Source: an optimization exercise on an open RTL-to-GDS flow (aim: a short achievable clock period and few clock cycles). Production flows keep margins and buffers that such runs may drop. Function was checked by simulation only, so behaviour that the tests miss may differ from the original. No activity file was given, so power comes from the tool's default toggle rates.

$ cat flow/design.v
`default_nettype none
package cpuPkg;
  typedef struct packed {
    logic [3:0]                 opcode;
    logic [4-1:0] rd;
    logic [4-1:0] rs;
    logic [4-1:0] rt;
  } regFmt_t;
  typedef struct packed {
    logic [3:0]                 opcode;
    logic [4-1:0] rd;
    logic [7:0]                 imm8;
  } byteFmt_t;
  typedef struct packed {
    logic [3:0]               opcode;
    logic [2:0]               cond;
    logic [9-1:0] offset;
  } brFmt_t;
  typedef union packed {
    regFmt_t  r;
    byteFmt_t imm;
    brFmt_t   br;
  } instWord_t;
  function automatic logic writesReg(input logic [3:0] op);
    case (op)
      4'd0, 4'd1, 4'd2, 4'd4, 4'd5, 4'd6,
      4'd8, 4'd10, 4'd11, 4'd14:
        writesReg = 1'b1;
      default:
        writesReg = 1'b0;
    endcase
  endfunction
  function automatic logic setsFlags(input logic [3:0] op);
    case (op)
      4'd0, 4'd1, 4'd2, 4'd4, 4'd5, 4'd6:
        setsFlags = 1'b1;
      default:
        setsFlags = 1'b0;
    endcase
  endfunction
endpackage
`default_nettype wire
`timescale 1ns/10ps
`default_nettype none
module registerFile (
  input  logic                       clk,
  input  logic                       arstN,
  input  logic [4-1:0] rsAddr,
  input  logic [4-1:0] rtAddr,
  output logic [16-1:0]     rsData,
  output logic [16-1:0]     rtData,
  input  logic                       wrEn,
  input  logic [4-1:0] wrAddr,
  input  logic [16-1:0]     wrData
);
  localparam int Depth = 1 << 4;
  logic [16-1:0] regs [Depth];
  assign rsData = (rsAddr == '0) ? '0 :
                  (wrEn && wrAddr == rsAddr) ? wrData : regs[rsAddr];
  assign rtData = (rtAddr == '0) ? '0 :
                  (wrEn && wrAddr == rtAddr) ? wrData : regs[rtAddr];
  always_ff @(posedge clk or negedge arstN) begin
    if (!arstN) begin
      for (int i = 0; i < Depth; i++)
        regs[i] <= '0;
    end else if (wrEn && wrAddr != '0) begin
      regs[wrAddr] <= wrData;   
    end
  end
endmodule
`default_nettype wire
`timescale 1ns/10ps
`default_nettype none
module fetchStage (
  input  logic                   clk,
  input  logic                   arstN,
  input  logic [16-1:0] instData,
  input  logic                   stall,
  input  logic                   brTaken,
  input  logic [16-1:0] brTarget,
  output logic [16-1:0] pc,
  output cpuPkg::instWord_t      ifIdInst,
  output logic [16-1:0] ifIdPcInc,
  output logic                   ifIdValid
);
  cpuPkg::instWord_t              fetched;
  logic [16-1:0] pcInc;
  logic [16-1:0] pcNext;
  logic                   isHalt;
  assign fetched = instData;
  assign pcInc   = pc + 2;
  assign isHalt  = fetched.r.opcode == 4'd15;
  always_comb begin
    if (brTaken)
      pcNext = brTarget;
    else if (stall || isHalt)
      pcNext = pc;   
    else
      pcNext = pcInc;
  end
  always_ff @(posedge clk or negedge arstN) begin
    if (!arstN) begin
      pc        <= '0;
      ifIdValid <= 1'b0;
    end else begin
      pc <= pcNext;
      if (!stall)
        ifIdValid <= !brTaken;   
    end
  end
  always_ff @(posedge clk) begin
    if (!stall) begin
      ifIdInst  <= fetched;
      ifIdPcInc <= pcInc;
    end
  end
endmodule
`default_nettype wire
`timescale 1ns/10ps
`default_nettype none
module decodeStage (
  input  logic                       clk,
  input  logic                       arstN,
  input  cpuPkg::instWord_t          ifIdInst,
  input  logic [16-1:0]     ifIdPcInc,
  input  logic                       ifIdValid,
  input  logic                       zFlag,
  input  logic                       vFlag,
  input  logic                       nFlag,
  input  cpuPkg::instWord_t          exMemInst,
  input  logic                       exMemValid,
  input  logic                       wbWrite,
  input  logic [4-1:0] wbReg,
  input  logic [16-1:0]     wbData,
  output logic                       stall,
  output logic                       brTaken,
  output logic [16-1:0]     brTarget,
  output cpuPkg::instWord_t          idExInst,
  output logic [16-1:0]     idExRsData,
  output logic [16-1:0]     idExRtData,
  output logic [16-1:0]     idExPcInc,
  output logic                       idExValid
);
  logic [3:0]                 op;
  logic [3:0]                 exOp;
  logic [4-1:0] exRd;
  logic [4-1:0] rtSel;
  logic [16-1:0]     rsData;
  logic [16-1:0]     rtData;
  logic [16-1:0]     brOffset;
  logic                       readsRs;
  logic                       readsRt;
  logic                       useRd;
  logic                       isB;
  logic                       isBr;
  logic                       condMet;
  logic                       loadUse;
  logic                       flagHazard;
  logic                       brRegHazard;
  assign op   = ifIdInst.r.opcode;
  assign exOp = idExInst.r.opcode;
  assign exRd = idExInst.r.rd;
  assign isB  = op == 4'd12;
  assign isBr = op == 4'd13;
  always_comb begin
    readsRs = 1'b0;
    readsRt = 1'b0;
    useRd   = 1'b0;
    case (op)
      4'd0, 4'd1, 4'd2: begin
        readsRs = 1'b1;
        readsRt = 1'b1;
      end
      4'd4, 4'd5, 4'd6, 4'd8, 4'd13:
        readsRs = 1'b1;
      4'd9: begin
        readsRs = 1'b1;
        useRd   = 1'b1;
      end
      4'd10, 4'd11:
        useRd = 1'b1;   
      default: ;
    endcase
  end
  assign rtSel = useRd ? ifIdInst.r.rd : ifIdInst.r.rt;
  registerFile regFile (
    .clk    (clk),
    .arstN  (arstN),
    .rsAddr (ifIdInst.r.rs),
    .rtAddr (rtSel),
    .rsData (rsData),
    .rtData (rtData),
    .wrEn   (wbWrite),
    .wrAddr (wbReg),
    .wrData (wbData)
  );
  always_comb begin
    case (ifIdInst.br.cond)
      3'd0: condMet = !zFlag;
      3'd1: condMet = zFlag;
      3'd2: condMet = !zFlag && !nFlag;
      3'd3: condMet = nFlag;
      3'd4: condMet = zFlag || !nFlag;
      3'd5: condMet = zFlag || nFlag;
      3'd6: condMet = vFlag;
      default:    condMet = 1'b1;
    endcase
  end
  assign brOffset = {{(16 - 9 - 1){ifIdInst.br.offset[9-1]}},
                     ifIdInst.br.offset, 1'b0};
  assign brTarget = isBr ? rsData : ifIdPcInc + brOffset;
  assign loadUse = idExValid && exOp == 4'd8 &&
                   ((readsRs && ifIdInst.r.rs == exRd) ||
                    (readsRt && ifIdInst.r.rt == exRd) ||
                    (useRd && op != 4'd9 && ifIdInst.r.rd == exRd));
  assign flagHazard = (isB || isBr) && idExValid && ((exOp) <= 4'd6 && (exOp) != 4'd3);
  assign brRegHazard = isBr &&
                       ((idExValid && ((exOp) != 4'd3 && (exOp) != 4'd7 && (exOp) != 4'd9 && 
                            (exOp) != 4'd12 && (exOp) != 4'd13 && (exOp) != 4'd15) && exRd == ifIdInst.r.rs) ||
                        (exMemValid && ((exMemInst.r.opcode) != 4'd3 && (exMemInst.r.opcode) != 4'd7 && (exMemInst.r.opcode) != 4'd9 && 
                            (exMemInst.r.opcode) != 4'd12 && (exMemInst.r.opcode) != 4'd13 && (exMemInst.r.opcode) != 4'd15) &&
                         exMemInst.r.rd == ifIdInst.r.rs));
  assign stall   = ifIdValid && (loadUse || flagHazard || brRegHazard);
  assign brTaken = ifIdValid && (isB || isBr) && condMet && !stall;
  always_ff @(posedge clk or negedge arstN) begin
    if (!arstN)
      idExValid <= 1'b0;
    else
      idExValid <= ifIdValid && !stall;   
  end
  always_ff @(posedge clk) begin
    idExInst   <= ifIdInst;
    idExRsData <= rsData;
    idExRtData <= rtData;
    idExPcInc  <= ifIdPcInc;
  end
endmodule
`default_nettype wire
`timescale 1ns/10ps
`default_nettype none
module executeStage (
  input  logic                       clk,
  input  logic                       arstN,
  input  cpuPkg::instWord_t          idExInst,
  input  logic [16-1:0]     idExRsData,
  input  logic [16-1:0]     idExRtData,
  input  logic [16-1:0]     idExPcInc,
  input  logic                       idExValid,
  input  logic                       wbWrite,
  input  logic [4-1:0] wbReg,
  input  logic [16-1:0]     wbData,
  output logic                       zFlag,
  output logic                       vFlag,
  output logic                       nFlag,
  output cpuPkg::instWord_t          exMemInst,
  output logic                       exMemValid,
  output logic [16-1:0]     exMemResult,
  output logic [16-1:0]     exMemStoreData
);
  localparam int W = 16;
  logic [3:0]                 op;
  logic [4-1:0] srcB;
  logic [4-1:0]  offset;
  logic                       exFwd;
  logic                       wbFwd;
  logic [W-1:0]               a;
  logic [W-1:0]               b;
  logic [W-1:0]               sum;
  logic [W-1:0]               diff;
  logic [W-1:0]               satVal;
  logic [W-1:0]               memOff;
  logic [2*W-1:0]             rotPair;
  logic                       addOvf;
  logic                       subOvf;
  logic                       ovf;
  logic [W-1:0]               result;
  assign op     = idExInst.r.opcode;
  assign offset = idExInst.r.rt[4-1:0];
  assign srcB   = (op == 4'd9 || op == 4'd10 || op == 4'd11) ?
                  idExInst.r.rd : idExInst.r.rt;
  assign exFwd = exMemValid && ((exMemInst.r.opcode) != 4'd3 && (exMemInst.r.opcode) != 4'd7 && (exMemInst.r.opcode) != 4'd9 && 
                            (exMemInst.r.opcode) != 4'd12 && (exMemInst.r.opcode) != 4'd13 && (exMemInst.r.opcode) != 4'd15) &&
                 exMemInst.r.opcode != 4'd8 && exMemInst.r.rd != '0;
  assign wbFwd = wbWrite && wbReg != '0;
  assign a = (exFwd && exMemInst.r.rd == idExInst.r.rs) ? exMemResult :
             (wbFwd && wbReg == idExInst.r.rs) ? wbData : idExRsData;
  assign b = (exFwd && exMemInst.r.rd == srcB) ? exMemResult :
             (wbFwd && wbReg == srcB) ? wbData : idExRtData;
  assign sum    = a + b;
  assign diff   = a - b;
  assign addOvf = (a[W-1] == b[W-1]) && (sum[W-1] != a[W-1]);
  assign subOvf = (a[W-1] != b[W-1]) && (diff[W-1] != a[W-1]);
  assign satVal = a[W-1] ? {1'b1, {(W-1){1'b0}}} : {1'b0, {(W-1){1'b1}}};
  assign rotPair = {a, a} >> idExInst.r.rt;
  assign memOff = {{(W - 4 - 1){offset[4-1]}}, offset, 1'b0};
  always_comb begin
    ovf = 1'b0;
    case (op)
      4'd0: begin
        ovf    = addOvf;
        result = addOvf ? satVal : sum;
      end
      4'd1: begin
        ovf    = subOvf;
        result = subOvf ? satVal : diff;
      end
      4'd2: result = a ^ b;
      4'd4: result = a << idExInst.r.rt;
      4'd5: result = $signed(a) >>> idExInst.r.rt;
      4'd6: result = rotPair[W-1:0];
      4'd8, 4'd9:
        result = {a[W-1:1], 1'b0} + memOff;   
      4'd10: result = {b[W-1:8], idExInst.imm.imm8};
      4'd11: result = {idExInst.imm.imm8, b[7:0]};
      4'd14: result = idExPcInc;   
      default:     result = '0;
    endcase
  end
  always_ff @(posedge clk or negedge arstN) begin
    if (!arstN) begin
      zFlag      <= 1'b0;
      vFlag      <= 1'b0;
      nFlag      <= 1'b0;
      exMemValid <= 1'b0;
    end else begin
      exMemValid <= idExValid;
      if (idExValid && ((op) <= 4'd6 && (op) != 4'd3)) begin
        zFlag <= result == '0;
        if (op == 4'd0 || op == 4'd1) begin
          vFlag <= ovf;
          nFlag <= result[W-1];
        end
      end
    end
  end
  always_ff @(posedge clk) begin
    exMemInst      <= idExInst;
    exMemResult    <= result;
    exMemStoreData <= b;
  end
endmodule
`default_nettype wire
`timescale 1ns/10ps
`default_nettype none
module memWriteback (
  input  logic                       clk,
  input  logic                       arstN,
  input  cpuPkg::instWord_t          exMemInst,
  input  logic                       exMemValid,
  input  logic [16-1:0]     exMemResult,
  input  logic [16-1:0]     exMemStoreData,
  input  logic [16-1:0]     memRdData,
  output logic [16-1:0]     memAddr,
  output logic [16-1:0]     memWrData,
  output logic                       memEn,
  output logic                       memWr,
  output logic                       wbWrite,
  output logic [4-1:0] wbReg,
  output logic [16-1:0]     wbData,
  output logic                       hlt
);
  logic [3:0]             op;
  logic [3:0]             wbOp;
  logic                   wbValid;
  cpuPkg::instWord_t              wbInst;
  logic [16-1:0] wbResult;
  logic [16-1:0] wbLoad;
  logic                   storeFwd;
  assign op      = exMemInst.r.opcode;
  assign memAddr = exMemResult;
  assign memEn   = exMemValid && (op == 4'd8 || op == 4'd9);
  assign memWr   = exMemValid && op == 4'd9;
  assign storeFwd  = wbWrite && wbOp == 4'd8 && wbReg != '0 &&
                     wbReg == exMemInst.r.rd;
  assign memWrData = storeFwd ? wbData : exMemStoreData;
  always_ff @(posedge clk or negedge arstN) begin
    if (!arstN) begin
      wbValid <= 1'b0;
      hlt     <= 1'b0;
    end else begin
      wbValid <= exMemValid;
      if (exMemValid && op == 4'd15)
        hlt <= 1'b1;   
    end
  end
  always_ff @(posedge clk) begin
    wbInst   <= exMemInst;
    wbResult <= exMemResult;
    wbLoad   <= memRdData;
  end
  assign wbOp    = wbInst.r.opcode;
  assign wbReg   = wbInst.r.rd;
  assign wbWrite = wbValid && ((wbOp) != 4'd3 && (wbOp) != 4'd7 && (wbOp) != 4'd9 && 
                            (wbOp) != 4'd12 && (wbOp) != 4'd13 && (wbOp) != 4'd15);
  assign wbData  = (wbOp == 4'd8) ? wbLoad : wbResult;
endmodule
`default_nettype wire
`timescale 1ns/10ps
`default_nettype none
module cpu (
  input  logic                   clk,
  input  logic                   arstN,
  output logic [16-1:0] pc,
  input  logic [16-1:0] instData,
  output logic [16-1:0] memAddr,
  output logic [16-1:0] memWrData,
  output logic                   memEn,
  output logic                   memWr,
  input  logic [16-1:0] memRdData,
  output logic                   hlt
);
  cpuPkg::instWord_t              ifIdInst;
  logic [16-1:0] ifIdPcInc;
  logic                   ifIdValid;
  logic                   stall;
  logic                   brTaken;
  logic [16-1:0] brTarget;
  cpuPkg::instWord_t              idExInst;
  logic [16-1:0] idExRsData;
  logic [16-1:0] idExRtData;
  logic [16-1:0] idExPcInc;
  logic                   idExValid;
  logic                   zFlag;
  logic                   vFlag;
  logic                   nFlag;
  cpuPkg::instWord_t                  exMemInst;
  logic                       exMemValid;
  logic [16-1:0]     exMemResult;
  logic [16-1:0]     exMemStoreData;
  logic                       wbWrite;
  logic [4-1:0] wbReg;
  logic [16-1:0]     wbData;
  fetchStage fetch (.*);
  decodeStage decode (.*);
  executeStage execute (.*);
  memWriteback memWb (.*);
endmodule
`default_nettype wire
$ cat flow/config.mk
export PLATFORM = sky130hd
export DESIGN_NAME = cpu
export DESIGN_NICKNAME = cpu
export VERILOG_FILES = /design/flow/design.v
export SDC_FILE = /design/flow/constraint.sdc
export NUM_CORES = 4
export LEC_CHECK = 0
export CAP_MARGIN = 20
export CORE_MARGIN = 2
export CORE_UTILIZATION = 40
export SLEW_MARGIN = 20
$ cat flow/run.sh
#!/bin/bash
# synth_recipe.tcl (not shown) runs the flow's synth.tcl, then flattens the netlist and writes it again
# the make line also repeats each setting of config.mk as NAME=value (left out here)
make -C /OpenROAD-flow-scripts/flow DESIGN_CONFIG=/design/flow/config.mk WORK_HOME=/design/flow/orfs CLKGATE_MAP_FILE= SYNTH_SCRIPT=/design/flow/synth_recipe.tcl finish
$ cat flow/constraint.sdc
create_clock -name core_clock -period 8.0 [get_ports {clk}]
set_input_delay 1.6000 -clock core_clock [delete_from_list [all_inputs] [get_ports {clk}]]
set_output_delay 1.6000 -clock core_clock [all_outputs]
set_load 0.01 [all_outputs]
==> results.toml <==
[sta]
period_needed_ps = 7380
clock-skew-final_ps = 26.0
rsz0062_at_grt = "no"
worst_slew_pin_slew_ps = 1340
holdWs_ps = 366
fin_crit_sh_pct = 92.3
setup_tns_ps = 0
setup_violations = 0
fmax_ghz = 0.135
hold_viol_final = 0
drv_slew = 0
relSlewSlack_pct = 10.7

[synth]
synth_top_area_share_pct = 26.1
yosysWarnings = 6
ys_types = 107
synth_area_sq_um = 25300
synth_top_area_cell = "dfrtp_1"
synth_fp_nets = 2996
postSynthAreaPerCell_sq_um = 8.75
ys_seq_area_share_pct = 41.5
synth_edf_count = 32
postSynthCellCount = 2898
synth_area_leaders = "dfrtp_1, dfxtp_1, a22oi_1"
synth-seq-cells = 443
ys.flop_type = "dfrtp_1"
yosysMostFrequentCell = "nor2_1"
synth.cells.most_frequent = "nor2_1, dfrtp_1, o21ai_0"
async_flop_share_pct = 59.6

[cells_and_area]
num-nets-final = 3011
area_growth_pct = 14.0
layout-drive-gt1-share_pct = 10.2

[drt]
vias = 25100
top_layer_used = "met4"
met2_length_mm = 49.2
wirelength_met1_mm = 46.6
wl_met3_mm = 14.2
dr.first_iter.drc_count = 4023
drc_errors = 0
drt_first_pass_iters = 8
via_per_inst = 6.59
ant_nets = 0
wl_per_cell_um = 30.8
wl_mm = 117

[min_path]
hp-start = "fetch.ifIdPcInc[0]$_DFFE_PN_"
hold_class = "reg2reg"
hold_depth = 0
hold_end = "decode.idExPcInc[0]$_DFF_P_"

[run]
drv_cap = 0

[global_routing]
grt_pass1_vias = 23900
grt_pass1_wl_mm = 169
grt_max_degree = 144
track_usage_pct = 34.9
grt_overflow = 0
antenna_found_initial = 2

[pwr]
vdd_drop_max_uv = 212
p_leak_nw = 11.6
power_density_nw_per_um2 = 400

[setup_path]
critPathSlowestCell = "o21ai_0"
cp_max_fo = 13
reg2reg_from = "decode.idExInst[15]$_DFF_P_"
cp_data_arrival_time_ps = 7900
rrSetupSlack_ps = 620
worst_r2r_endpoint = "execute.zFlag$_DFFE_PN0P_"
critPathBufInv = 1
startpoint = "decode.idExInst[15]$_DFF_P_"
start_kind = "register"
critPathCaptureType = "register"
required_ps = 8520
max_stage_delay_ps = 740
crit_type = "reg2reg"
cp_top_family = "compound AO/OA/AOI/OAI gates"
reg2reg_depth = 25

[clock_network]
cts_sinks = 443
cts_root_buf = "clkbuf_16"
cts_hold_buf = 0
cts_max_path_buffers = 3
path_clk_slew_ps = 70
clkLatencyLatePin_ps = 620
tritoncts = "yes"
cts_made_buffers = 49
cts_max_level = 2

[floorplanning]
die_h_um = 256
pin_count = 85
dieArea_sq_um = 65400
initial_core_util_pct = 40.3
core.rowCount = 92
core_area_sq_um = 62900
dieWidth_um = 256

[placement]
place.gp.congestion = 1.06
dpl.hpwl_mm = 83.3
portBuffers = 84

[status]
status = "finished clean"
==> cell families after synthesis <==
logic type                 after synthesis  synth area share [%]
AOI/OAI and AO/OA                     1023                  27.4
and+or+nand+nor                        921                  17.0
DFF                                    443                  41.5
buffers and inverters                  292                  4.75
xor gates and xnor gates               112                  3.87
adders and majority gates               64                  3.31
muxes                                   43                  2.26
==> power by group <==
group | internal, mW | total (mW) | switching [mW] | leakage [nW]
Sequential | 3.19 | 4.16 | 0.974 | 4.85
Combinational | 1.82 | 5.12 | 3.30 | 5.93
Clock | 1.30 | 2.29 | 0.983 | 0.783
Total | 6.32 | 11.6 | 5.25 | 11.6
==> worst reg2reg max path, delay by kind of cell (launching register included) <==
family	cells	cell delay (ps)
fa+ha+maj	2	820
xor+xnor	1	490
compound gates	11	3090
flops	1	610
buf+inv	1	110
simple gates	10	2180
==> layer usage <==
metal / up-vias / GRT usage [%]
met3: 407 / 8.77
li1: 10800 / -
met1: 12100 / 47.7
met4: 0 / 17.7
met2: 1769 / 51.1
met5: - / 0.365
==> worst max path at each step <==
stage | endpoint | slack (ps) | depth (start not counted)
2_1_floorplan | execute.zFlag$_DFFE_PN0P_ | 1840 | 32
3_3_place_gp | execute.zFlag$_DFFE_PN0P_ | 860 | 29
5_1_grt | execute.zFlag$_DFFE_PN0P_ | 30 | 29
6_report | execute.zFlag$_DFFE_PN0P_ | 620 | 25
4_1_cts | execute.zFlag$_DFFE_PN0P_ | 670 | 28
3_5_place_dp | execute.zFlag$_DFFE_PN0P_ | 650 | 28
==> flip-flops by register name (all words and copies together), names as in the netlist, 8 cells and up <==
signal / count
fetch.ifIdPcInc: 16
execute.exMemStoreData: 16
memWb.wbLoad: 16
decode.idExInst: 16
decode.regFile.regs: 240
execute.exMemResult: 16
fetch.ifIdInst: 16
decode.idExRtData: 16
memWb.wbInst: 8
decode.idExPcInc: 16
memWb.wbResult: 16
fetch.pc: 16
decode.idExRsData: 16
execute.exMemInst: 8
==> cell type report <==
class / instances / area (sq um)
Antenna cell: 1 / 2.50
Clock buffer: 74 / 1430
Tap cell: 846 / 1060
Multi-Input combinational cell: 2164 / 13800
Clock inverter: 17 / 165
Timing Repair Buffer: 188 / 1650
Sequential cell: 443 / 10500
Inverter: 67 / 256
Fill cell: 6118 / 33900
==> timing repair <==
item | CTS | global route
setup endpoints to repair | 0 | 1
setup buffers | 0 | 0
resized for setup | 0 | 1
==> through the flow <==
stage               cells  utilization, %  cell area, sq um  worst slack (ps)  power (mW)
floorplan            2898               -             25300              1840        6.79
global placement     3706            43.4             27300               857        9.02
detailed placement   3706            43.4             27300               653        9.06
CTS                  3797            45.9             28900               671        11.4
global route         3799            46.0             28900              29.9        12.1
finish               3800            46.0             28900               617        11.6
==> layout by cell type (no fill, tap or decap), types with 12 or more instances in the layout <==
cell / n
xor2_1: 54
inv_1: 61
nor2_2: 21
a221oi_1: 59
dfrtp_1: 264
a21oi_1: 208
a222oi_1: 22
and3_1: 23
a21o_1: 19
nor2b_1: 19
mux2i_2: 16
o211ai_1: 21
nand4_1: 27
nand3_1: 124
nand2b_1: 26
edfxtp_1: 32
dfxtp_1: 147
ha_1: 59
a22o_1: 32
or3_1: 14
clkbuf_1: 16
nor3_1: 55
buf_4: 102
a211oi_1: 12
clkbuf_16: 51
nand2_1: 259
mux2i_1: 13
clkdlybuf4s50_1: 83
and2_1: 15
o22ai_1: 31
a31oi_1: 30
xnor2_1: 58
a22oi_1: 178
o221ai_1: 17
nor4_1: 24
nor2_1: 260
o21ai_0: 260
Testbench counts, summed over its fixed seeds: cycles 21,404.

## afterwards: timing with drivers on the ports
How much do the figures lean on ideal ports? The routed layout below was timed once more, with nothing changed but the port constraints.
Step 1, drivers: a clkbuf_16 drives clk and a buf_2 each remaining input, both assumed.
Step 2 moves the port delays by t, midway between the first and last clock arrival at a register: inputs arrive t later, outputs are due t later. That takes back most of the time a late clock gives input paths.
a / b / c = ideal / step 1 / step 2; a / b = the first two.
t (ns): 0.665
slack for setup (ns): 0.617 / 0.617 / 0.617
clock arrival spread, ns: 0.026 / 0.027
After both steps this run still meets setup and hold. The setup slack of this run moves by 0.000 ns with the drivers and by 0.000 ns with both steps.
